Source: an optimization exercise on an open RTL-to-GDS flow (aim: a short achievable clock period and few clock cycles). Production flows keep margins and buffers that such runs may drop.
Only simulation tests tie the RTL to the original design; equivalence was not proved.
Power and IR drop assume default switching activity.

==> flow/run.sh <==
#!/bin/bash
# synth_recipe.tcl (not shown) runs the flow's synth.tcl, then flattens the netlist and writes it again
# the make line also repeats each setting of config.mk as NAME=value (left out here)
make -C /OpenROAD-flow-scripts/flow DESIGN_CONFIG=/design/flow/config.mk WORK_HOME=/design/flow/orfs CLKGATE_MAP_FILE= SYNTH_SCRIPT=/design/flow/synth_recipe.tcl finish
==> flow/config.mk <==
export PLATFORM = sky130hd
export DESIGN_NAME = rv_core
export DESIGN_NICKNAME = rv_core
export VERILOG_FILES = /design/flow/design.v
export SDC_FILE = /design/flow/constraint.sdc
export NUM_CORES = 4
export LEC_CHECK = 0
export ABC_CLOCK_PERIOD_IN_PS = 3000
export CAP_MARGIN = 20
export CORE_MARGIN = 2
export CORE_UTILIZATION = 40
export SETUP_SLACK_MARGIN = 4.5
export SLEW_MARGIN = 20
==> flow/constraint.sdc <==
create_clock -name core_clock -period 8.0 [get_ports {clk}]
set_input_delay 1.6000 -clock core_clock [delete_from_list [all_inputs] [get_ports {clk}]]
set_output_delay 1.6000 -clock core_clock [all_outputs]
set_load 0.01 [all_outputs]
==> flow/design.v <==
`timescale 1ns/1ps
`default_nettype none
package rv_pkg;
    parameter int xlen_p       = 32;     
    parameter int reg_addr_w_p = 5;      
    parameter logic [xlen_p-1:0] nop_inst_p = 32'h0000_0013;
    typedef enum logic [6:0] {
        op_reg        = 7'b0110011,
        op_imm        = 7'b0010011,
        op_load       = 7'b0000011,
        op_store      = 7'b0100011,
        op_branch     = 7'b1100011,
        op_jal        = 7'b1101111,
        op_nop_bubble = 7'b0000000      
    } opcode_e;
    typedef enum logic [3:0] {
        alu_add,
        alu_sub,
        alu_and,
        alu_or,
        alu_xor,
        alu_sll,
        alu_srl,
        alu_sra,
        alu_slt,
        alu_sltu
    } alu_op_e;
    typedef struct packed {
        logic                    valid;
        logic [xlen_p-1:0]       pc;
        logic [xlen_p-1:0]       rs1_data;
        logic [xlen_p-1:0]       rs2_data;
        logic [reg_addr_w_p-1:0] rs1;
        logic [reg_addr_w_p-1:0] rs2;
        logic [reg_addr_w_p-1:0] rd;
        logic [xlen_p-1:0]       imm;
        alu_op_e                 alu_op;
        logic [2:0]              funct3;      
        logic                    a_sel_pc;    
        logic                    b_sel_imm;   
        logic                    is_branch;
        logic                    is_jal;
        logic                    mem_read;
        logic                    mem_write;
        logic                    reg_write;
    } id_ex_t;
endpackage
`default_nettype wire
`timescale 1ns/1ps
`default_nettype none
module rv_ks_add #(
    parameter int W = 32
) (
    input  logic [W-1:0] a,
    input  logic [W-1:0] b,
    input  logic         cin,
    output logic [W-1:0] sum,
    output logic         cout
);
    localparam int L = $clog2(W + 1);
    logic [W:0] g0, p0;
    assign g0 = {a & b, cin};
    assign p0 = {a ^ b, 1'b0};
    for (genvar l = 0; l <= L; l++) begin : g_lvl
        logic [W:0] g, p;
        if (l == 0) begin : g_first
            assign g = g0;
            assign p = p0;
        end else begin : g_next
            localparam int D = 1 << (l - 1);
            assign g[D-1:0] = g_lvl[l-1].g[D-1:0];
            assign p[D-1:0] = g_lvl[l-1].p[D-1:0];
            assign g[W:D]   = g_lvl[l-1].g[W:D] | (g_lvl[l-1].p[W:D] & g_lvl[l-1].g[W-D:0]);
            assign p[W:D]   = g_lvl[l-1].p[W:D] & g_lvl[l-1].p[W-D:0];
        end
    end
    assign sum  = p0[W:1] ^ g_lvl[L].g[W-1:0];
    assign cout = g_lvl[L].g[W];
endmodule
`default_nettype wire
`timescale 1ns/1ps
`default_nettype none
import rv_pkg::*;
module rv_core #(
    parameter int imem_depth_p = 64,
    parameter int dmem_depth_p = 64
) (
    input  logic                            clk,
    input  logic                            reset_i,
    input  logic                            imem_we_i,
    input  logic [$clog2(imem_depth_p)-1:0] imem_addr_i,
    input  logic [xlen_p-1:0]               imem_data_i,
    output logic                            wb_valid_o,
    output logic [reg_addr_w_p-1:0]         wb_rd_o,
    output logic [xlen_p-1:0]               wb_data_o
);
    localparam logic [6:0] OP_REG = 7'b0110011;
    localparam logic [6:0] OP_IMM = 7'b0010011;
    localparam logic [6:0] OP_LD  = 7'b0000011;
    localparam logic [6:0] OP_ST  = 7'b0100011;
    localparam logic [6:0] OP_BR  = 7'b1100011;
    localparam logic [6:0] OP_JAL = 7'b1101111;
    logic [31:0] imem    [64];
    logic [5:0]  pd_nxt  [64];
    logic        pd_jump [64];
    logic        pd_host [64];       
    logic        pd_st   [64];       
    logic        pf_br   [64];       
    logic        pf_nop  [64];       
    logic        pf_st   [64];       
    logic [5:0]  pf_nxt  [64];       
    logic        pf_jump [64];
    logic [6:0]  w_op;
    logic [2:0]  w_f3;
    logic        w_wr_rd;            
    logic        w_br, w_jal, w_host, w_nop;
    logic [6:0]  w_sum_b, w_sum_j;   
    logic        w_hi_b, w_hi_j;     
    logic        w_exact_b, w_exact_j;   
    logic [5:0]  w_sum;
    logic        w_jump;
    logic [5:0]  w_prev;
    assign w_op    = imem_data_i[6:0];
    assign w_f3    = imem_data_i[14:12];
    assign w_br    = w_op == OP_BR && w_f3[2:1] != 2'b01;
    assign w_jal   = w_op == OP_JAL;
    assign w_wr_rd = imem_data_i[11:7] != 5'd0;
    assign w_sum_b   = {1'b0, imem_addr_i} + {1'b0, imem_data_i[27:25], imem_data_i[11:9]};
    assign w_sum_j   = {1'b0, imem_addr_i} + {1'b0, imem_data_i[27:22]};
    assign w_hi_b    = {imem_data_i[7], imem_data_i[30:28]} == {4{imem_data_i[31]}};
    assign w_hi_j    = {imem_data_i[19:12], imem_data_i[20], imem_data_i[30:28]} ==
                       {12{imem_data_i[31]}};
    assign w_exact_b = !imem_data_i[8] && w_hi_b && (w_sum_b[6] == imem_data_i[31]);
    assign w_exact_j = !imem_data_i[21] && w_hi_j && (w_sum_j[6] == imem_data_i[31]);
    assign w_sum     = w_jal ? w_sum_j[5:0] : w_sum_b[5:0];
    assign w_jump  = (w_jal && w_exact_j) || (w_br && imem_data_i[31] && w_exact_b);
    assign w_nop   = !(w_op == OP_ST || w_br || w_jal ||
                       ((w_op == OP_REG || w_op == OP_IMM || w_op == OP_LD) && w_wr_rd));
    assign w_host  = !(w_br || w_jal || (w_op == OP_LD && w_wr_rd));
    assign w_prev  = imem_addr_i - 6'd1;
    always_ff @(posedge clk) begin
        if (imem_we_i) begin
            imem[imem_addr_i]    <= imem_data_i;
            pd_nxt[imem_addr_i]  <= (w_jal || (w_br && imem_data_i[31])) ? w_sum
                                                                        : imem_addr_i + 6'd1;
            pd_jump[imem_addr_i] <= w_jump;
            pd_host[imem_addr_i] <= w_host;
            pd_st[imem_addr_i]   <= w_op == OP_ST;
            pf_st[w_prev]        <= w_op == OP_ST;
            pf_br[w_prev]        <= w_br;
            pf_nop[w_prev]       <= w_nop;
            pf_nxt[w_prev]       <= w_sum_b[5:0];
            pf_jump[w_prev]      <= w_br && imem_data_i[31] && w_exact_b &&
                                    imem_addr_i != 6'd0;
        end
    end
    function automatic logic [31:0] slot_next(
        input logic [31:0] pc, input logic [31:0] pc4, input logic [31:0] pc8,
        input logic host, input logic st, input logic fbr, input logic fnop,
        input logic fst, input logic fjump, input logic jump,
        input logic [5:0] fnxt, input logic [5:0] nxt);
        if (host && fbr && fjump)                      slot_next = {pc[31:8], fnxt, pc[1:0]};
        else if (host && (fbr || fnop || (fst && !st))) slot_next = pc8;
        else if (jump)                                 slot_next = {pc[31:8], nxt, pc[1:0]};
        else                                           slot_next = pc4;
    endfunction
    logic        redir_q;
    logic [31:0] redir_pc_q;     
    logic [31:0] redir_nx_q;     
    logic [31:0] pc_q;
    logic [31:0] n_pc4, n_pc8, n_next;
    logic [5:0]  n_idx;
    logic [31:0] f_pc, f_pc4;
    logic [5:0]  f_idx, f_idx1;
    logic        f_fold_br, f_fold_st, f_bjump, f_jump;
    logic        d_valid;
    logic [31:0] d_pc, d_pcb;
    logic [31:0] d_inst;
    logic [31:7] d_binst;
    logic        d_jump, d_fold_br, d_fold_st, d_bjump;
    assign n_idx = pc_q[7:2];
    rv_ks_add #(30) i_n_pc4 (.a(pc_q[31:2]), .b(30'd1), .cin(1'b0), .sum(n_pc4[31:2]), .cout());
    rv_ks_add #(30) i_n_pc8 (.a(pc_q[31:2]), .b(30'd2), .cin(1'b0), .sum(n_pc8[31:2]), .cout());
    assign n_pc4[1:0] = pc_q[1:0];
    assign n_pc8[1:0] = pc_q[1:0];
    assign n_next = slot_next(pc_q, n_pc4, n_pc8, pd_host[n_idx], pd_st[n_idx], pf_br[n_idx],
                              pf_nop[n_idx], pf_st[n_idx], pf_jump[n_idx], pd_jump[n_idx],
                              pf_nxt[n_idx], pd_nxt[n_idx]);
    assign f_pc       = redir_q ? redir_pc_q : pc_q;
    assign f_idx      = f_pc[7:2];
    assign f_idx1     = f_idx + 6'd1;
    rv_ks_add #(30) i_f_pc4 (.a(f_pc[31:2]), .b(30'd1), .cin(1'b0), .sum(f_pc4[31:2]), .cout());
    assign f_pc4[1:0] = f_pc[1:0];
    assign f_fold_br  = pd_host[f_idx] && pf_br[f_idx];
    assign f_fold_st  = pd_host[f_idx] && !pd_st[f_idx] && pf_st[f_idx];
    assign f_bjump    = pf_jump[f_idx];
    assign f_jump     = pd_jump[f_idx];
    logic [31:0] p_next;
    logic        prime_ok;
    assign p_next   = slot_next(32'd0, 32'd4, 32'd8, pd_host[0], pd_st[0], pf_br[0], pf_nop[0],
                                pf_st[0], pf_jump[0], pd_jump[0], pf_nxt[0], pd_nxt[0]);
    assign prime_ok = !(imem_we_i && imem_addr_i[5:1] == 5'd0);
    always_ff @(posedge clk) begin
        if (reset_i) begin
            pc_q      <= prime_ok ? p_next : '0;
            d_valid   <= prime_ok;
            d_pc      <= '0;
            d_pcb     <= 32'd4;
            d_inst    <= imem[0];
            d_binst   <= imem[1][31:7];
            d_jump    <= pd_jump[0];
            d_fold_br <= pd_host[0] && pf_br[0];
            d_fold_st <= pd_host[0] && !pd_st[0] && pf_st[0];
            d_bjump   <= pf_jump[0];
        end else begin
            pc_q      <= redir_q ? redir_nx_q : n_next;
            d_valid   <= 1'b1;
            d_pc      <= f_pc;
            d_pcb     <= f_pc4;
            d_inst    <= imem[f_idx];
            d_binst   <= imem[f_idx1][31:7];
            d_jump    <= f_jump;
            d_fold_br <= f_fold_br;
            d_fold_st <= f_fold_st;
            d_bjump   <= f_bjump;
        end
    end
    logic        e_writes, e_ld, e_st, e_br, e_jal;
    logic [4:0]  e_rd;
    logic        e_sub;          
    logic        e_sra;
    logic        e_s_add, e_s_sll, e_s_slt, e_s_sltu, e_s_xor, e_s_sr, e_s_or, e_s_and;
    logic [31:0] e_a, e_b;
    logic [7:0]  e_imm8;
    logic        e_redir_t, e_redir_n;    
    logic        e_jredir;
    logic [31:0] e_rpc;          
    logic [2:0]  e_bf3;          
    logic        e_fb;
    logic        e_fst;
    logic        e_fb_x;         
    logic        e_fb_z;         
    logic [31:0] e_negimm;
    logic [7:0]  e_simm8;
    logic [2:0]  e_fbf3;
    logic [31:0] e_ba, e_bb;
    logic        e_bfa_h, e_bfa_w, e_bfb_h, e_bfb_w;         
    logic        e_bredir_t, e_bredir_n;
    logic [31:0] x_res;          
    logic        m_writes, m_ld, m_st;
    logic [4:0]  m_rd;
    logic [31:0] m_res, m_sdata;
    logic [5:0]  m_addr;
    logic [63:0] m_aoh;          
    logic        m_fb;
    logic        m_fst;
    logic [7:0]  m_simm8;
    logic [2:0]  m_fbf3;
    logic [31:0] m_ba, m_bb;
    logic        m_bredir_t, m_bredir_n;
    logic [31:0] m_rpc;
    logic [31:0] ld_data;
    logic [31:0] m_val;          
    logic [31:0] regs [32];
    function automatic logic [31:0] rf_read(input logic [4:0] r,
                                            input logic wv, input logic [4:0] wr,
                                            input logic [31:0] wd,
                                            input logic [31:0] rv);
        if (r == 5'd0)              rf_read = '0;
        else if (wv && wr == r)     rf_read = wd;
        else                        rf_read = rv;
    endfunction
    logic [6:0]  d_op;
    logic [2:0]  d_f3;
    logic [4:0]  d_rd, d_rs1, d_rs2;
    logic        d_is_reg, d_is_imm, d_is_ld, d_is_st, d_is_br, d_is_jal;
    logic        d_writes, d_alu, d_b_reg, d_sub;
    logic [31:0] d_imm_i, d_imm_b, d_imm_j;
    logic [7:0]  d_imm8;
    logic [31:0] d_tgt, d_pc4;
    logic [31:0] d_a, d_b;
    assign d_op  = d_inst[6:0];
    assign d_f3  = d_inst[14:12];
    assign d_rd  = d_inst[11:7];
    assign d_rs1 = d_inst[19:15];
    assign d_rs2 = d_inst[24:20];
    assign d_is_reg = d_op == OP_REG;
    assign d_is_imm = d_op == OP_IMM;
    assign d_is_ld  = d_op == OP_LD;
    assign d_is_st  = d_op == OP_ST;
    assign d_is_br  = d_op == OP_BR && d_f3[2:1] != 2'b01;
    assign d_is_jal = d_op == OP_JAL;
    assign d_alu    = d_is_reg || d_is_imm;
    assign d_writes = (d_alu || d_is_ld || d_is_jal) && d_rd != 5'd0;
    assign d_b_reg  = d_is_reg || d_is_st || d_is_br;
    assign d_sub    = (d_alu && (d_f3 == 3'b010 || d_f3 == 3'b011)) ||
                      (d_is_reg && d_f3 == 3'b000 && d_inst[30]) || d_is_br;
    assign d_imm_i = {{20{d_inst[31]}}, d_inst[31:20]};
    assign d_imm_b = {{19{d_inst[31]}}, d_inst[31], d_inst[7], d_inst[30:25], d_inst[11:8], 1'b0};
    assign d_imm_j = {{11{d_inst[31]}}, d_inst[31], d_inst[19:12], d_inst[20], d_inst[30:21], 1'b0};
    assign d_imm8  = d_is_st ? {d_inst[27:25], d_inst[11:7]} : d_inst[27:20];
    rv_ks_add #(32) i_d_tgt (.a(d_pc), .b(d_is_jal ? d_imm_j : d_imm_b), .cin(1'b0),
                             .sum(d_tgt), .cout());
    assign d_pc4   = d_pcb;
    logic        d_fa_x, d_fa_m, d_fb_x, d_fb_m;
    assign d_fa_x = e_writes && !e_ld && e_rd == d_rs1;
    assign d_fa_m = m_writes && m_rd == d_rs1;
    assign d_fb_x = e_writes && !e_ld && e_rd == d_rs2;
    assign d_fb_m = m_writes && m_rd == d_rs2;
    always_comb begin
        if (d_is_jal)    d_a = '0;
        else if (d_fa_x) d_a = x_res;
        else if (d_fa_m) d_a = m_val;
        else             d_a = rf_read(d_rs1, wb_valid_o, wb_rd_o, wb_data_o, regs[d_rs1]);
        if (d_is_jal)      d_b = d_pc4;          
        else if (d_is_imm) d_b = d_imm_i;
        else if (d_fb_x)   d_b = x_res;
        else if (d_fb_m)   d_b = m_val;
        else               d_b = rf_read(d_rs2, wb_valid_o, wb_rd_o, wb_data_o, regs[d_rs2]);
    end
    always_ff @(posedge clk) begin
        if (wb_valid_o) regs[wb_rd_o] <= wb_data_o;
    end
    logic [2:0]  d_bf3;
    logic [4:0]  d_brs1, d_brs2;
    logic [31:0] d_bimm, d_btgt, d_bpc4;
    logic [31:0] d_ba, d_bb;
    logic [7:0]  d_simm8;
    assign d_bf3    = d_binst[14:12];
    assign d_brs1   = d_binst[19:15];
    assign d_brs2   = d_binst[24:20];
    assign d_bimm   = {{19{d_binst[31]}}, d_binst[31], d_binst[7], d_binst[30:25],
                       d_binst[11:8], 1'b0};
    assign d_simm8  = {d_binst[27:25], d_binst[11:7]};
    rv_ks_add #(32) i_d_btgt (.a(d_pcb), .b(d_bimm), .cin(1'b0), .sum(d_btgt), .cout());
    rv_ks_add #(30) i_d_bpc4 (.a(d_pc[31:2]), .b(30'd2), .cin(1'b0), .sum(d_bpc4[31:2]), .cout());
    assign d_bpc4[1:0] = d_pc[1:0];
    always_comb begin
        if (e_writes && !e_ld && e_rd == d_brs1)  d_ba = x_res;
        else if (m_writes && m_rd == d_brs1)      d_ba = m_val;
        else d_ba = rf_read(d_brs1, wb_valid_o, wb_rd_o, wb_data_o, regs[d_brs1]);
        if (e_writes && !e_ld && e_rd == d_brs2)  d_bb = x_res;
        else if (m_writes && m_rd == d_brs2)      d_bb = m_val;
        else d_bb = rf_read(d_brs2, wb_valid_o, wb_rd_o, wb_data_o, regs[d_brs2]);
    end
    logic        d_kill;
    assign d_kill = reset_i || redir_q || !d_valid;
    logic        d_bdep_h, d_bdep_ld, d_fb_z;
    logic [31:0] d_negimm;
    assign d_bdep_h  = d_writes && (d_rd == d_brs1 || d_rd == d_brs2);
    assign d_bdep_ld = e_writes && e_ld && (e_rd == d_brs1 || e_rd == d_brs2);
    assign d_fb_z    = d_is_imm && d_f3 == 3'b000 && d_writes && d_bf3[2:1] == 2'b00 &&
                       ((d_brs1 == 5'd0 && d_brs2 == d_rd) || (d_brs2 == 5'd0 && d_brs1 == d_rd));
    rv_ks_add #(32) i_d_neg (.a(~d_imm_i), .b(32'd0), .cin(1'b1), .sum(d_negimm), .cout());
    always_ff @(posedge clk) begin
        e_writes  <= !d_kill && d_writes;
        e_ld      <= !d_kill && d_is_ld;
        e_st      <= !d_kill && d_is_st;
        e_br      <= !d_kill && d_is_br;
        e_jal     <= !d_kill && d_is_jal;
        e_rd      <= d_rd;
        e_sub     <= d_sub;
        e_sra     <= d_inst[30];
        e_s_add   <= !d_alu || d_f3 == 3'b000;
        e_s_sll   <= d_alu && d_f3 == 3'b001;
        e_s_slt   <= d_alu && d_f3 == 3'b010;
        e_s_sltu  <= d_alu && d_f3 == 3'b011;
        e_s_xor   <= d_alu && d_f3 == 3'b100;
        e_s_sr    <= d_alu && d_f3 == 3'b101;
        e_s_or    <= d_alu && d_f3 == 3'b110;
        e_s_and   <= d_alu && d_f3 == 3'b111;
        e_a       <= d_a;
        e_b       <= d_b;
        e_imm8    <= d_imm8;
        e_redir_t <= !d_jump && d_imm_b != 32'd4;
        e_redir_n <= d_jump;
        e_jredir  <= !d_jump;
        e_rpc     <= d_fold_br ? (d_bjump ? d_bpc4 : d_btgt) : (d_jump ? d_pc4 : d_tgt);
        e_bf3     <= d_f3;
        e_fb       <= !d_kill && d_fold_br;
        e_fst      <= !d_kill && d_fold_st;
        e_fb_x     <= d_fb_z || !(d_bdep_h || d_bdep_ld);
        e_fb_z     <= d_fb_z;
        e_negimm   <= d_negimm;
        e_simm8    <= d_simm8;
        e_fbf3     <= d_bf3;
        e_ba       <= d_ba;
        e_bb       <= d_bb;
        e_bfa_h    <= d_writes && d_rd == d_brs1;
        e_bfa_w    <= e_writes && e_rd == d_brs1;
        e_bfb_h    <= d_writes && d_rd == d_brs2;
        e_bfb_w    <= e_writes && e_rd == d_brs2;
        e_bredir_t <= !d_bjump && d_bimm != 32'd4;
        e_bredir_n <= d_bjump;
    end
    logic [31:0] x_bx;
    logic [31:0] x_sum, x_sl, x_sr;
    logic        x_cout;
    logic        x_lt, x_ltu, x_eq;
    logic        x_live;
    assign x_bx  = e_b ^ {32{e_sub}};
    rv_ks_add #(32) i_x_add (.a(e_a), .b(x_bx), .cin(e_sub), .sum(x_sum), .cout(x_cout));
    assign x_ltu = !x_cout;
    assign x_lt  = (e_a[31] ^ e_b[31]) ? e_a[31] : x_ltu;
    assign x_eq  = e_a == e_b;
    assign x_sl  = e_a << e_b[4:0];
    assign x_sr  = 32'($signed({e_sra & e_a[31], e_a}) >>> e_b[4:0]);
    assign x_res = ({32{e_s_add}} & x_sum) | ({32{e_s_sll}} & x_sl) |
                   ({32{e_s_xor}} & (e_a ^ e_b)) | ({32{e_s_sr}} & x_sr) |
                   ({32{e_s_or}} & (e_a | e_b)) | ({32{e_s_and}} & (e_a & e_b)) |
                   {31'b0, (e_s_slt & x_lt) | (e_s_sltu & x_ltu)};
    function automatic logic br_cond(input logic [2:0] f3, input logic eq,
                                     input logic lt, input logic ltu);
        case (f3)
            3'b000:  br_cond = eq;
            3'b001:  br_cond = !eq;
            3'b100:  br_cond = lt;
            3'b101:  br_cond = !lt;
            3'b110:  br_cond = ltu;
            default: br_cond = !ltu;
        endcase
    endfunction
    logic x_taken;
    assign x_taken = br_cond(e_bf3, x_eq, x_lt, x_ltu);
    logic xb_bc, xb_lt;
    rv_ks_add #(32) i_xb_cmp (.a(e_ba), .b(~e_bb), .cin(1'b1), .sum(), .cout(xb_bc));
    assign xb_lt = (e_ba[31] ^ e_bb[31]) ? e_ba[31] : !xb_bc;
    logic [7:0] x_addr8;
    assign x_addr8 = e_a[7:0] + e_imm8;
    logic        y_bc, y_lt, y_taken, y_mis;
    rv_ks_add #(32) i_y_cmp (.a(m_ba), .b(~m_bb), .cin(1'b1), .sum(), .cout(y_bc));
    assign y_lt    = (m_ba[31] ^ m_bb[31]) ? m_ba[31] : !y_bc;
    assign y_taken = br_cond(m_fbf3, m_ba == m_bb, y_lt, !y_bc);
    assign y_mis   = m_fb && (y_taken ? m_bredir_t : m_bredir_n);
    assign x_live = !redir_q && !y_mis;
    logic x_btaken, x_bmis;
    assign x_btaken = e_fb_z ? ((e_a == e_negimm) ^ e_fbf3[0])
                             : br_cond(e_fbf3, e_ba == e_bb, xb_lt, !xb_bc);
    assign x_bmis   = e_fb && e_fb_x && (x_btaken ? e_bredir_t : e_bredir_n);
    logic [31:0] e_rpc4, e_rpc8, e_rnx, m_rpc4, m_rpc8, m_rnx;
    logic [5:0]  e_ridx, m_ridx;
    assign e_ridx = e_rpc[7:2];
    assign m_ridx = m_rpc[7:2];
    rv_ks_add #(30) i_e_rpc4 (.a(e_rpc[31:2]), .b(30'd1), .cin(1'b0), .sum(e_rpc4[31:2]), .cout());
    rv_ks_add #(30) i_e_rpc8 (.a(e_rpc[31:2]), .b(30'd2), .cin(1'b0), .sum(e_rpc8[31:2]), .cout());
    rv_ks_add #(30) i_m_rpc4 (.a(m_rpc[31:2]), .b(30'd1), .cin(1'b0), .sum(m_rpc4[31:2]), .cout());
    rv_ks_add #(30) i_m_rpc8 (.a(m_rpc[31:2]), .b(30'd2), .cin(1'b0), .sum(m_rpc8[31:2]), .cout());
    assign e_rpc4[1:0] = e_rpc[1:0];
    assign e_rpc8[1:0] = e_rpc[1:0];
    assign m_rpc4[1:0] = m_rpc[1:0];
    assign m_rpc8[1:0] = m_rpc[1:0];
    assign e_rnx = slot_next(e_rpc, e_rpc4, e_rpc8, pd_host[e_ridx], pd_st[e_ridx],
                             pf_br[e_ridx], pf_nop[e_ridx], pf_st[e_ridx], pf_jump[e_ridx],
                             pd_jump[e_ridx], pf_nxt[e_ridx], pd_nxt[e_ridx]);
    assign m_rnx = slot_next(m_rpc, m_rpc4, m_rpc8, pd_host[m_ridx], pd_st[m_ridx],
                             pf_br[m_ridx], pf_nop[m_ridx], pf_st[m_ridx], pf_jump[m_ridx],
                             pd_jump[m_ridx], pf_nxt[m_ridx], pd_nxt[m_ridx]);
    always_ff @(posedge clk) begin
        if (reset_i) begin
            redir_q <= 1'b0;
        end else begin
            redir_q <= y_mis ||
                       (x_live && ((e_jal && e_jredir) || x_bmis ||
                                   (e_br && (x_taken ? e_redir_t : e_redir_n))));
        end
        redir_pc_q <= y_mis ? m_rpc : e_rpc;
        redir_nx_q <= y_mis ? m_rnx : e_rnx;
    end
    always_ff @(posedge clk) begin
        m_writes   <= !reset_i && x_live && e_writes;
        m_ld       <= e_ld;
        m_st       <= !reset_i && x_live && e_st;
        m_rd       <= e_rd;
        m_res      <= x_res;
        m_sdata    <= e_b;
        m_addr     <= x_addr8[7:2];
        m_aoh      <= 64'd1 << x_addr8[7:2];
        m_fb       <= !reset_i && x_live && e_fb && !e_fb_x;
        m_fst      <= !reset_i && x_live && e_fst;
        m_simm8    <= e_simm8;
        m_fbf3     <= e_fbf3;
        m_ba       <= e_bfa_h ? x_res : e_bfa_w ? m_val : e_ba;
        m_bb       <= e_bfb_h ? x_res : e_bfb_w ? m_val : e_bb;
        m_bredir_t <= e_bredir_t;
        m_bredir_n <= e_bredir_n;
        m_rpc      <= e_rpc;
    end
    logic [31:0] dmem [64];
    logic        s_we;
    logic [5:0]  s_addr;
    logic [31:0] s_data;
    logic [7:0]  y_saddr;
    assign y_saddr = m_ba[7:0] + m_simm8;
    always_ff @(posedge clk) begin
        s_we   <= m_fst || m_st;
        s_addr <= m_fst ? y_saddr[7:2] : m_addr;
        s_data <= m_fst ? m_bb : m_sdata;
        if (s_we) dmem[s_addr] <= s_data;
    end
    logic [31:0] dm_rd;
    always_comb begin
        dm_rd = '0;
        for (int i = 0; i < 64; i++) dm_rd = dm_rd | ({32{m_aoh[i]}} & dmem[i]);
    end
    assign ld_data = (s_we && s_addr == m_addr) ? s_data : dm_rd;
    assign m_val   = m_ld ? ld_data : m_res;
    always_ff @(posedge clk) begin
        wb_valid_o <= !reset_i && m_writes;
        wb_rd_o    <= m_rd;
        wb_data_o  <= m_val;
    end
endmodule
`default_nettype wire
==> run summary, run 1 <==
Post-route DRC=0; Synth Area in Compound Gates=~8.4%; Crit Path Category=reg2reg; antenna violations before repair=101; adder-cell share of the synthesized area=less than 1%; pin count of the biggest net entering global routing=130; Worst Path Arrival=5.13 ns; reg-to-reg slack, setup=approximately 4 ns; Reg2Reg Depth=13; cell with the most instances after synthesis=edfxtp_1; cells along the critical path=buf_8, nor2b_4, buf_4, a21oi_1, a211o_1, a32o_2, a31o_4, a2111oi_4, buf_4, buf_8, or3b_4, xor2_1, mux2i_1; Clock Path Buffers=4; First DRT Iteration DRCs=48000; Area after DPL=roughly 360000 um^2; reg-to-reg startpoint=e_rpc[4]$_DFF_P_; Hold/Removal Path Class=reg2reg; Initial Util=about two fifths; crit share post-route=50.2%; ranking of synthesized cells by area=edfxtp_1 (56%), mux4_2 (16%), dfxtp_1 (4.5%); M3 GR Usage=11.1%; final non-filler cell total=36300; # rows=340; worst setup margin=3.98 ns; met1 Track Usage GR=42.1%; WL/cell=41.0 um; layer with the highest usage=met2; Placed Cells=~34000; Layout fillers=just over 70000; Leakage=136 nW; max incr delay on CP=0.58 ns; slowest CP cell=dfxtp_4; post-synth cell types=93; R2R Path End=redir_nx_q[31]$_DFF_P_; area of the multi-input gates=137000 um^2; Detailed Place HPWL=824000 um; crit end category=flip-flop; Tot GR Track Use=between 30% and 40%; CTS tree=yes; # setup viols final=0; Vias/cell=7.00; hold path depth=0; pre-CTS setup slack=2.14 ns; Yosys top cell by area=edfxtp_1; WHS Endpoint=m_simm8[2]$_DFF_P_; Die Area=approximately 860000 um^2; CP max FO=24; Final min period=4.02 ns; Nets=roughly 24000; Slew Limit Fails=0; synth cell count leaders=edfxtp_1 (6363), nand2_1 (2821), mux4_2 (2465); post-synthesis async set-or-reset flop share=0%; RSZ-0062 raised after global routing=yes; Final Hold Viols=0; clock root buffer=clkbuf_16; Final Cell Area=411000 um^2; largest family of logic cells by synthesized area=multiplexers; # clock sinks=slightly above 7000; yosys warns=1; sequential element share of the synthesized area=60.2%; global-route wire length before repair=roughly 2000000 um; DIE HEIGHT=930 um; share of cells above drive strength 1=about 30%; Yosys reg bits=7130; post-synthesis xor/xnor area fraction=less than 1%; I/O Buffers=78; Worst Path Buf+Inv=4; setup TNS=0 ns; IO Count=79; maximum clock rate=249 MHz; Worst slew margin=around 14%; crit start category=flip-flop; hold path start=e_simm8[2]$_DFF_P_; Fin Clk Skew=0.0762 ns; H-tree levels=6; die width=930 um; Top FF cell, synth=edfxtp_1; clock latency (worst-skew pair)=1.21 ns; mapped cell area=343000 um^2; register area=207000 um^2; maxcap violations=0; post-synthesis simple-gate area fraction=7.69%; mux contribution to synthesized area=between 10% and 20%; M2 GR Usage=47.7%; DRT Pass-1 Iters=9; overall power=197 mW; CP top delay family=compound AO/OA/AOI/OAI gates; Pwr per Cell Area=479 nW/um^2; Syn-to-layout area delta=20.0%; post-synthesis average cell area=14.8 um^2; VDD IR max=0.000587 V; number of synthesized flops with an enable pin=6363; Overflow after GRT=0; Worst Path Required=~9.1 ns; routed wire length=1490000 um; post-route ant nets=0; CORE AREA=855000 um^2; vias in the first global route=236000; Post-Syn Instances=23200; GPL Wtd Cong=0.959; share of the synthesized area in the top cell type=a little under three fifths; Worst-path clk slew=0.07 ns; syn_nets=23500; Num CTS Buffers=735; Slew @ Worst Pin=approximately 1.3 ns; status=complete, no violations; vias after detailed routing=around 250k
## metal layers
metal | vias up | part of all wire [%]
li1 | 96000 | -
met1 | 129000 | 34
met2 | 23600 | 43
met3 | 5090 | 16
met4 | 64 | 7.7
met5 | - | 0.045
## state kept, by name (all words and copies together), names as in the netlist, 64 cells and up
register	cells
dmem	2048
imem	2048
m_aoh	64
pd_host	64
pd_jump	64
pd_nxt	384
pd_st	64
pf_br	64
pf_jump	64
pf_nop	64
pf_nxt	384
pf_st	64
regs	1024
## stage by stage
step / utilization (%) / hold WS [ns]
5_1_grt: 48.0 / 0.333
4_1_cts: 47.1 / 0.329
2_1_floorplan: - / 0.310
3_5_place_dp: 42.1 / 0.315
6_report: 48.1 / 0.328
3_3_place_gp: 42.0 / 0.320
## cell usage in the layout (no fill, tap or decap), types with 365 or more instances in the layout
master	instances
a221oi_1	606
dfxtp_1	551
nand2_1	2763
clkbuf_16	799
mux2i_1	801
mux4_2	2465
a22o_1	522
edfxtp_1	6363
nor2_1	655
nand3_1	950
a21oi_1	365
o21ai_0	418
buf_4	1044
## kinds of logic after synthesis
| kind of cell | Yosys count |
|---|---|
| AO/OA/AOI/OAI | 3898 |
| XOR/XNOR | 359 |
| adder cells (fa/ha/maj) | 264 |
| buffers and inverters | 2118 |
| flip-flops | 7130 |
| multiplexers | 3500 |
| AND/OR/NAND/NOR | 5897 |
## power breakdown
group          switching (mW)  total, mW  leakage (nW)  internal (mW)
Clock                    15.6       35.0          11.8           19.4
Combinational            67.7        111          61.0           43.8
Sequential               5.04       50.5          63.4           45.4
## worst max path at each step
stage	from	to	slack, ns	depth (start not counted)
5_1_grt	e_rpc[2]$_DFF_P_	redir_nx_q[16]$_DFF_P_	3.97	15
2_1_floorplan	imem_data_i[3]	pf_nop[0]$_DFFE_PP_	1.33	3
6_report	e_rpc[4]$_DFF_P_	redir_nx_q[31]$_DFF_P_	3.98	13
3_5_place_dp	imem_addr_i[0]	pd_jump[32]$_DFFE_PP_	2.14	13
4_1_cts	e_rpc[2]$_DFF_P_	redir_nx_q[16]$_DFF_P_	4.09	15
3_3_place_gp	imem_addr_i[0]	pd_jump[32]$_DFFE_PP_	2.13	13
## layout make-up
type | instances | area share, %
multi-input combinational | 13900 | 33.3
timing repair inverter | 5 | 0.0113
timing repair buffer | 2013 | 6.59
clock inverter | 413 | 0.992
sequential | 7130 | 50.4
antenna | 115 | 0.0700
clock buffer | 960 | 4.87
tap | 11500 | 3.49
inverter | 279 | 0.286
## repair_timing
| item | in CTS | in global routing |
|---|---|---|
| setup endpoints to repair | 4189 | 1849 |
| pin swaps | 293 | 384 |
| setup buffers | 540 | 291 |
| gates cloned | 197 | 56 |
| resized for setup | 2027 | 908 |
| hold buffers | 0 | 0 |
Testbench counts, summed over its fixed seeds: cycles 120,204.
==> inputs of run 2 (changes only) <==
--- a/flow/design.v
+++ b/flow/design.v
@@ -107,7 +107,7 @@
     logic        pd_st   [64];       
-    logic        pf_br   [64];       
-    logic        pf_nop  [64];       
-    logic        pf_st   [64];       
-    logic [5:0]  pf_nxt  [64];       
-    logic        pf_jump [64];
+    logic [63:0]       pf_br;        
+    logic [63:0]       pf_nop;       
+    logic [63:0]       pf_st;        
+    logic [63:0][5:0]  pf_nxt;       
+    logic [63:0]       pf_jump;
     logic [6:0]  w_op;
@@ -121,3 +121,2 @@
     logic        w_jump;
-    logic [5:0]  w_prev;
     assign w_op    = imem_data_i[6:0];
@@ -139,3 +138,2 @@
     assign w_host  = !(w_br || w_jal || (w_op == OP_LD && w_wr_rd));
-    assign w_prev  = imem_addr_i - 6'd1;
     always_ff @(posedge clk) begin
@@ -148,21 +146,32 @@
             pd_st[imem_addr_i]   <= w_op == OP_ST;
-            pf_st[w_prev]        <= w_op == OP_ST;
-            pf_br[w_prev]        <= w_br;
-            pf_nop[w_prev]       <= w_nop;
-            pf_nxt[w_prev]       <= w_sum_b[5:0];
-            pf_jump[w_prev]      <= w_br && imem_data_i[31] && w_exact_b &&
-                                    imem_addr_i != 6'd0;
         end
     end
-    function automatic logic [31:0] slot_next(
-        input logic [31:0] pc, input logic [31:0] pc4, input logic [31:0] pc8,
-        input logic host, input logic st, input logic fbr, input logic fnop,
-        input logic fst, input logic fjump, input logic jump,
-        input logic [5:0] fnxt, input logic [5:0] nxt);
-        if (host && fbr && fjump)                      slot_next = {pc[31:8], fnxt, pc[1:0]};
-        else if (host && (fbr || fnop || (fst && !st))) slot_next = pc8;
-        else if (jump)                                 slot_next = {pc[31:8], nxt, pc[1:0]};
-        else                                           slot_next = pc4;
+    always_ff @(posedge clk) begin
+        for (int k = 0; k < 64; k++) begin
+            if (imem_we_i && imem_addr_i == 6'(k + 1)) begin
+                pf_st[k]   <= w_op == OP_ST;
+                pf_br[k]   <= w_br;
+                pf_nop[k]  <= w_nop;
+                pf_nxt[k]  <= w_sum_b[5:0];
+                pf_jump[k] <= w_br && imem_data_i[31] && w_exact_b && k != 63;
+            end
+        end
+    end
+    logic [63:0][5:0] t_nidx;
+    logic [63:0]      t_wrap;
+    for (genvar k = 0; k < 64; k++) begin : g_succ
+        logic fold_jump, fold, jump;
+        assign fold_jump = pd_host[k] && pf_br[k] && pf_jump[k];
+        assign fold      = pd_host[k] && (pf_br[k] || pf_nop[k] || (pf_st[k] && !pd_st[k]));
+        assign jump      = pd_jump[k];
+        assign t_nidx[k] = fold_jump ? pf_nxt[k] : fold ? 6'(k + 2) : jump ? pd_nxt[k] : 6'(k + 1);
+        assign t_wrap[k] = !fold_jump && (fold ? k >= 62 : !jump && k == 63);
+    end
+    function automatic logic [31:0] slot_next(input logic [31:0] pc, input logic [23:0] hi1,
+                                              input logic wrap, input logic [5:0] nidx);
+        slot_next = {wrap ? hi1 : pc[31:8], nidx, pc[1:0]};
     endfunction
-    logic        redir_q;
+    logic        redir_q;        
+    logic        ym_q;           
+    logic [31:0] ym_pc_q, ym_nx_q;
     logic [31:0] redir_pc_q;     
@@ -170,3 +179,4 @@
     logic [31:0] pc_q;
-    logic [31:0] n_pc4, n_pc8, n_next;
+    logic [23:0] n_hi1;
+    logic [31:0] n_next;
     logic [5:0]  n_idx;
@@ -181,10 +191,5 @@
     assign n_idx = pc_q[7:2];
-    rv_ks_add #(30) i_n_pc4 (.a(pc_q[31:2]), .b(30'd1), .cin(1'b0), .sum(n_pc4[31:2]), .cout());
-    rv_ks_add #(30) i_n_pc8 (.a(pc_q[31:2]), .b(30'd2), .cin(1'b0), .sum(n_pc8[31:2]), .cout());
-    assign n_pc4[1:0] = pc_q[1:0];
-    assign n_pc8[1:0] = pc_q[1:0];
-    assign n_next = slot_next(pc_q, n_pc4, n_pc8, pd_host[n_idx], pd_st[n_idx], pf_br[n_idx],
-                              pf_nop[n_idx], pf_st[n_idx], pf_jump[n_idx], pd_jump[n_idx],
-                              pf_nxt[n_idx], pd_nxt[n_idx]);
-    assign f_pc       = redir_q ? redir_pc_q : pc_q;
+    rv_ks_add #(24) i_n_hi1 (.a(pc_q[31:8]), .b(24'd1), .cin(1'b0), .sum(n_hi1), .cout());
+    assign n_next = slot_next(pc_q, n_hi1, t_wrap[n_idx], t_nidx[n_idx]);
+    assign f_pc       = ym_q ? ym_pc_q : redir_q ? redir_pc_q : pc_q;
     assign f_idx      = f_pc[7:2];
@@ -199,4 +204,3 @@
     logic        prime_ok;
-    assign p_next   = slot_next(32'd0, 32'd4, 32'd8, pd_host[0], pd_st[0], pf_br[0], pf_nop[0],
-                                pf_st[0], pf_jump[0], pd_jump[0], pf_nxt[0], pd_nxt[0]);
+    assign p_next   = slot_next(32'd0, 24'd1, t_wrap[0], t_nidx[0]);
     assign prime_ok = !(imem_we_i && imem_addr_i[5:1] == 5'd0);
@@ -215,3 +219,3 @@
         end else begin
-            pc_q      <= redir_q ? redir_nx_q : n_next;
+            pc_q      <= ym_q ? ym_nx_q : redir_q ? redir_nx_q : n_next;
             d_valid   <= 1'b1;
@@ -233,2 +237,3 @@
     logic [31:0] e_a, e_b;
+    logic [31:0] e_bx;           
     logic [7:0]  e_imm8;
@@ -261,2 +266,3 @@
     logic [31:0] m_rpc;
+    logic [31:0] m_rnx;          
     logic [31:0] ld_data;
@@ -301,4 +307,6 @@
     assign d_imm8  = d_is_st ? {d_inst[27:25], d_inst[11:7]} : d_inst[27:20];
-    rv_ks_add #(32) i_d_tgt (.a(d_pc), .b(d_is_jal ? d_imm_j : d_imm_b), .cin(1'b0),
-                             .sum(d_tgt), .cout());
+    logic [31:0] d_tgt_j, d_tgt_b;
+    rv_ks_add #(32) i_d_tgt_j (.a(d_pc), .b(d_imm_j), .cin(1'b0), .sum(d_tgt_j), .cout());
+    rv_ks_add #(32) i_d_tgt_b (.a(d_pc), .b(d_imm_b), .cin(1'b0), .sum(d_tgt_b), .cout());
+    assign d_tgt = d_is_jal ? d_tgt_j : d_tgt_b;
     assign d_pc4   = d_pcb;
@@ -346,3 +354,3 @@
     logic        d_kill;
-    assign d_kill = reset_i || redir_q || !d_valid;
+    assign d_kill = reset_i || redir_q || ym_q || !d_valid;
     logic        d_bdep_h, d_bdep_ld, d_fb_z;
@@ -373,2 +381,3 @@
         e_b       <= d_b;
+        e_bx      <= d_b ^ {32{d_sub}};
         e_imm8    <= d_imm8;
@@ -400,3 +409,3 @@
     logic        x_live;
-    assign x_bx  = e_b ^ {32{e_sub}};
+    assign x_bx  = e_bx;
     rv_ks_add #(32) i_x_add (.a(e_a), .b(x_bx), .cin(e_sub), .sum(x_sum), .cout(x_cout));
@@ -433,4 +442,4 @@
     assign y_taken = br_cond(m_fbf3, m_ba == m_bb, y_lt, !y_bc);
-    assign y_mis   = m_fb && (y_taken ? m_bredir_t : m_bredir_n);
-    assign x_live = !redir_q && !y_mis;
+    assign y_mis   = m_fb && !ym_q && (y_taken ? m_bredir_t : m_bredir_n);
+    assign x_live = !redir_q && !ym_q;
     logic x_btaken, x_bmis;
@@ -439,20 +448,8 @@
     assign x_bmis   = e_fb && e_fb_x && (x_btaken ? e_bredir_t : e_bredir_n);
-    logic [31:0] e_rpc4, e_rpc8, e_rnx, m_rpc4, m_rpc8, m_rnx;
-    logic [5:0]  e_ridx, m_ridx;
+    logic [23:0] e_hi1;
+    logic [31:0] e_rnx;
+    logic [5:0]  e_ridx;
     assign e_ridx = e_rpc[7:2];
-    assign m_ridx = m_rpc[7:2];
-    rv_ks_add #(30) i_e_rpc4 (.a(e_rpc[31:2]), .b(30'd1), .cin(1'b0), .sum(e_rpc4[31:2]), .cout());
-    rv_ks_add #(30) i_e_rpc8 (.a(e_rpc[31:2]), .b(30'd2), .cin(1'b0), .sum(e_rpc8[31:2]), .cout());
-    rv_ks_add #(30) i_m_rpc4 (.a(m_rpc[31:2]), .b(30'd1), .cin(1'b0), .sum(m_rpc4[31:2]), .cout());
-    rv_ks_add #(30) i_m_rpc8 (.a(m_rpc[31:2]), .b(30'd2), .cin(1'b0), .sum(m_rpc8[31:2]), .cout());
-    assign e_rpc4[1:0] = e_rpc[1:0];
-    assign e_rpc8[1:0] = e_rpc[1:0];
-    assign m_rpc4[1:0] = m_rpc[1:0];
-    assign m_rpc8[1:0] = m_rpc[1:0];
-    assign e_rnx = slot_next(e_rpc, e_rpc4, e_rpc8, pd_host[e_ridx], pd_st[e_ridx],
-                             pf_br[e_ridx], pf_nop[e_ridx], pf_st[e_ridx], pf_jump[e_ridx],
-                             pd_jump[e_ridx], pf_nxt[e_ridx], pd_nxt[e_ridx]);
-    assign m_rnx = slot_next(m_rpc, m_rpc4, m_rpc8, pd_host[m_ridx], pd_st[m_ridx],
-                             pf_br[m_ridx], pf_nop[m_ridx], pf_st[m_ridx], pf_jump[m_ridx],
-                             pd_jump[m_ridx], pf_nxt[m_ridx], pd_nxt[m_ridx]);
+    rv_ks_add #(24) i_e_hi1 (.a(e_rpc[31:8]), .b(24'd1), .cin(1'b0), .sum(e_hi1), .cout());
+    assign e_rnx = slot_next(e_rpc, e_hi1, t_wrap[e_ridx], t_nidx[e_ridx]);
     always_ff @(posedge clk) begin
@@ -460,9 +457,12 @@
             redir_q <= 1'b0;
+            ym_q    <= 1'b0;
         end else begin
-            redir_q <= y_mis ||
-                       (x_live && ((e_jal && e_jredir) || x_bmis ||
+            ym_q    <= y_mis;
+            redir_q <= (x_live && ((e_jal && e_jredir) || x_bmis ||
                                    (e_br && (x_taken ? e_redir_t : e_redir_n))));
         end
-        redir_pc_q <= y_mis ? m_rpc : e_rpc;
-        redir_nx_q <= y_mis ? m_rnx : e_rnx;
+        redir_pc_q <= e_rpc;
+        redir_nx_q <= e_rnx;
+        ym_pc_q    <= m_rpc;
+        ym_nx_q    <= m_rnx;
     end
@@ -486,2 +486,3 @@
         m_rpc      <= e_rpc;
+        m_rnx      <= e_rnx;
     end
@@ -494,3 +495,3 @@
     always_ff @(posedge clk) begin
-        s_we   <= m_fst || m_st;
+        s_we   <= (m_fst || m_st) && !ym_q;
         s_addr <= m_fst ? y_saddr[7:2] : m_addr;
@@ -507,3 +508,3 @@
     always_ff @(posedge clk) begin
-        wb_valid_o <= !reset_i && m_writes;
+        wb_valid_o <= !reset_i && m_writes && !ym_q;
         wb_rd_o    <= m_rd;
==> run 2 against run 1 <==
Register-to-register slack gained 0.32 ns. Highest routed layer unchanged. First-iteration DRC count shrank 9.5%. Clock skew is 0.028 ns higher. Cell area is 7.3% lower. Flip-flop and latch count rose by 56. Combinational power down 23%. Area after synthesis fell by 5.4%. Total power is 13% lower.
==> run summary, run 2 <==
share of cells above drive strength 1=26.9% (was 29.5%); ranking of synthesized cells by area=edfxtp_1 (59%), mux4_2 (15%), dfxtp_1 (5.1%) (was edfxtp_1 (56%), mux4_2 (16%), dfxtp_1 (4.5%)); Detailed Place HPWL=756000 um (was 824000 um); overall power=171 mW (was 197 mW); global-route wire length before repair=1800000 um (was 1980000 um); Pwr per Cell Area=449 nW/um^2 (was 479 nW/um^2); First DRT Iteration DRCs=43500 (was 48000); DRT Pass-1 Iters=9 (unchanged); Pint=98.5 mW (was 109 mW); Initial Util=40.1% (about the same); # setup viols final=0 (unchanged); layer with the highest usage=met2 (unchanged); Layout fillers=68200 (was 71600); Post-Syn Instances=20400 (was 23200); crit share post-route=46.2% (was 50.2%); reg-to-reg slack, setup=4.30 ns (was 3.98 ns); post-route ant nets=0 (unchanged); antenna violations before repair=105 (was 101); final non-filler cell total=32800 (was 36300); commonest non-fill, non-tap cell in the layout=edfxtp_1 (unchanged); CP max FO=11 (was 24); Syn-to-layout area delta=17.6% (was 20.0%); post-synth cell types=109 (was 93); Slew @ Worst Pin=1.33 ns (was 1.29 ns); Net Sw Frac=42.5% (was 44.8%); Top FF cell, synth=edfxtp_1 (unchanged); mapped cell area=324000 um^2 (was 343000 um^2); setup TNS=0 ns (unchanged); number of synthesized flops with an enable pin=6355 (was 6363); WL/cell=41.4 um (was 41.0 um); die width=904 um (was 930 um); M2 GR Usage=46.3% (was 47.7%); H-tree levels=6 (unchanged); Yosys reg bits=7186 (was 7130); Nets=21600 (was 24400); share of the synthesized area in the top cell type=58.9% (was 55.8%); maxcap violations=0 (unchanged); pin count of the biggest net entering global routing=130 (unchanged); # clock sinks=7186 (was 7130); CTS tree=yes (unchanged); Worst slew margin=10.9% (was 13.7%); status=complete, no violations (unchanged); clock root buffer=clkbuf_16 (unchanged); Crit Path Category=reg2reg (unchanged); VDD IR max=0.000508 V (was 0.000587 V); post-synthesis async set-or-reset flop share=0% (unchanged); yosys warns=1 (unchanged); Regs by FF count=dmem (2048), imem (2048), regs (1024) (unchanged); # rows=330 (was 340); met1 Track Usage GR=41.3% (was 42.1%); Die Area=818000 um^2 (was 864000 um^2); clock group share of total power=20.4% (was 17.8%); Final Hold Viols=0 (unchanged); Worst-path clk slew=0.06 ns (was 0.07 ns); Clock Path Buffers=4 (unchanged); CTS hold repair buffers=0 (unchanged); Post-route DRC=0 (unchanged); Worst Path Arrival=4.65 ns (was 5.13 ns); cell with the most instances after synthesis=edfxtp_1 (unchanged); NetSw=72.9 mW (was 88.3 mW); Slew Limit Fails=0 (unchanged); crit end category=flip-flop (unchanged); Leakage=125 nW (was 136 nW); IO Count=79 (unchanged); Yosys top cell by area=edfxtp_1 (unchanged); Reg power frac=29.4% (was 25.6%); Fin Clk Skew=0.104 ns (was 0.0762 ns); Tot GR Track Use=31.5% (was 32.7%); M3 GR Usage=9.73% (was 11.1%); synth cell count leaders=edfxtp_1 (6355), mux4_2 (2142), nand2_1 (1468) (was edfxtp_1 (6363), nand2_1 (2821), mux4_2 (2465)); Hold/Removal Path Class=reg2reg (unchanged); post-synthesis average cell area=15.9 um^2 (was 14.8 um^2); Overflow after GRT=0 (unchanged); most frequent cells in the layout=edfxtp_1 (6355), mux4_2 (2142), nand2_1 (1442) (was edfxtp_1 (6363), nand2_1 (2763), mux4_2 (2465)); vias in the first global route=211000 (was 236000); vias after detailed routing=226000 (was 254000); clock latency (worst-skew pair)=1.20 ns (was 1.21 ns); GPL Wtd Cong=0.931 (was 0.959); sequential element share of the synthesized area=64.0% (was 60.2%); Num CTS Buffers=737 (was 735); Placed Cells=30600 (was 33700); combinational share of power=50.2% (was 56.6%); crit start category=flip-flop (unchanged); I/O Buffers=78 (unchanged); Final min period=3.70 ns (was 4.02 ns); Vias/cell=6.90 (was 7.00); CORE AREA=808000 um^2 (was 855000 um^2); routed wire length=1360000 um (was 1490000 um); post-layout util=47.2% (was 48.1%); Worst Path Required=8.95 ns (was 9.11 ns); DIE HEIGHT=904 um (was 930 um); RSZ-0062 raised after global routing=yes (unchanged); maximum clock rate=270 MHz (was 249 MHz); syn_nets=20700 (was 23500)
-- run 2: cell types whose count changed in the layout (fill, tap and decap cells not counted), moves of 131 or more --
| cell | change |
|---|---|
| nand2_1 | -1321 |
| nand3_1 | -648 |
| a21oi_1 | +397 |
| mux4_2 | -323 |
| a311oi_1 | -302 |
| nor2_1 | +219 |
| mux2i_1 | -197 |
| buf_4 | -192 |
| o21ai_0 | +184 |
| a22oi_1 | +171 |
| a211oi_2 | -146 |
| and3_1 | -131 |
-- run 2: power groups by stage --
| stage | logic (mW) | registers (mW) | clock network (mW) |
|---|---|---|---|
| final | 86.0 | 50.3 | 35.0 |
| after floorplan | 40.4 | 48.6 | 0 |
| after CTS | 78.5 | 50.3 | 35.0 |
| after detailed placement | 68.2 | 51.6 | 0 |
| after global routing | 87.0 | 50.4 | 36.5 |
| after global placement | 67.9 | 51.5 | 0 |
-- run 2: layout make-up --
cell class / count / area [um^2] / share of cell area (%)
flip-flops and latches: 7186 / 208000 / 54.6
multi-input cells: 11500 / 115000 / 30.2
clock buffers: 960 / 20100 / 5.27
repair buffers: 1506 / 18900 / 4.96
well taps: 10800 / 13500 / 3.54
clock inverters: 403 / 4060 / 1.06
inverters: 301 / 1200 / 0.315
diodes: 90 / 225 / 0.0591
repair inverters: 5 / 46.3 / 0.0121
-- run 2: cells by family after synthesis --
| kind of cell | Yosys count | synth area share (%) |
|---|---|---|
| xor gates and xnor gates | 334 | 0.905 |
| adders and majority gates | 276 | 1.08 |
| DFF | 7186 | 64.0 |
| AOI/OAI and AO/OA | 4213 | 9.20 |
| buffers and inverters | 1701 | 2.16 |
| and+or+nand+nor | 3764 | 5.20 |
| muxes | 2954 | 17.5 |
-- run 2: metal layers --
layer | vias to the layer above | share of wire [%]
li1 | 85800 | -
met2 | 20300 | 43
met4 | 58 | 7.6
met3 | 4203 | 15
met5 | - | 0.045
met1 | 116000 | 34
-- run 2: path summary, 6_finish.rpt --
| check | start | end | depth (start not counted) |
|---|---|---|---|
| worst max register to register | e_a[21]$_SDFF_PP0_ | redir_q$_SDFF_PP0_ | 10 |
| worst min register to register | m_rnx[20]$_DFF_P_ | ym_nx_q[20]$_DFF_P_ | 0 |
| worst min-delay path | m_rnx[20]$_DFF_P_ | ym_nx_q[20]$_DFF_P_ | 0 |
| worst max-delay path | e_a[21]$_SDFF_PP0_ | redir_q$_SDFF_PP0_ | 10 |
-- run 2: critical path, cell delays in order (launching register included) --
cell,delay (ns)
dfxtp_2,0.65
inv_1,0.21
ha_1,0.36
nor4_1,0.48
nand4_1,0.50
nor2_1,0.35
xnor2_1,0.10
o32a_1,0.37
and3_1,0.21
o21ai_2,0.17
a21oi_2,0.11
-- run 2: what timing repair did --
item	in CTS	in global routing
gates resized for setup	1269	490
setup buffers	334	258
pin swaps	173	166
hold endpoints to repair	0	0
cloned	89	57
setup endpoints to repair	4367	1509
-- run 2: stage by stage --
stage               setup WS [ns]  hold slack, ns  cell area [um^2]
floorplan                    1.33           0.310            324000
global placement             1.59           0.315            340000
detailed placement           1.57           0.312            341000
CTS                          4.31           0.299            375000
global route                 4.29           0.315            381000
finish                       4.30           0.310            381000
Testbench counts of run 2, summed over its fixed seeds: cycles 120,204.

port drivers added, routing unchanged:
How much do the figures lean on ideal ports? The routed layouts below were timed once more, with nothing changed but the port constraints. Step 1, drivers: a clkbuf_16 drives clk and a buf_2 each remaining input, both assumed. Step 2, shift: input delay + t, output delay - t, t = (earliest + latest rising clock arrival at the registers) / 2. This alone moves slack from input paths to output paths. a / b / c = ideal / step 1 / step 2; a / b = the first two.
| run | shift t [ns] | setup slack, ns | hold WS [ns] | worst setup path at the end | cell pins on the clock port's net |
|---|---|---|---|---|---|
| run 1 | 1.331 | 3.982 / 3.982 / 3.180 | 0.328 / 0.328 / 0.328 | input to register | 1 |
| run 2 | 1.301 | 4.303 / 4.303 / 3.136 | 0.310 / 0.310 / 0.310 | input to register | 1 |
After both steps every run listed still meets setup and hold. The setup slack of run 2, which loses most, moves by 0.000 ns with the drivers and by -1.167 ns with both steps.
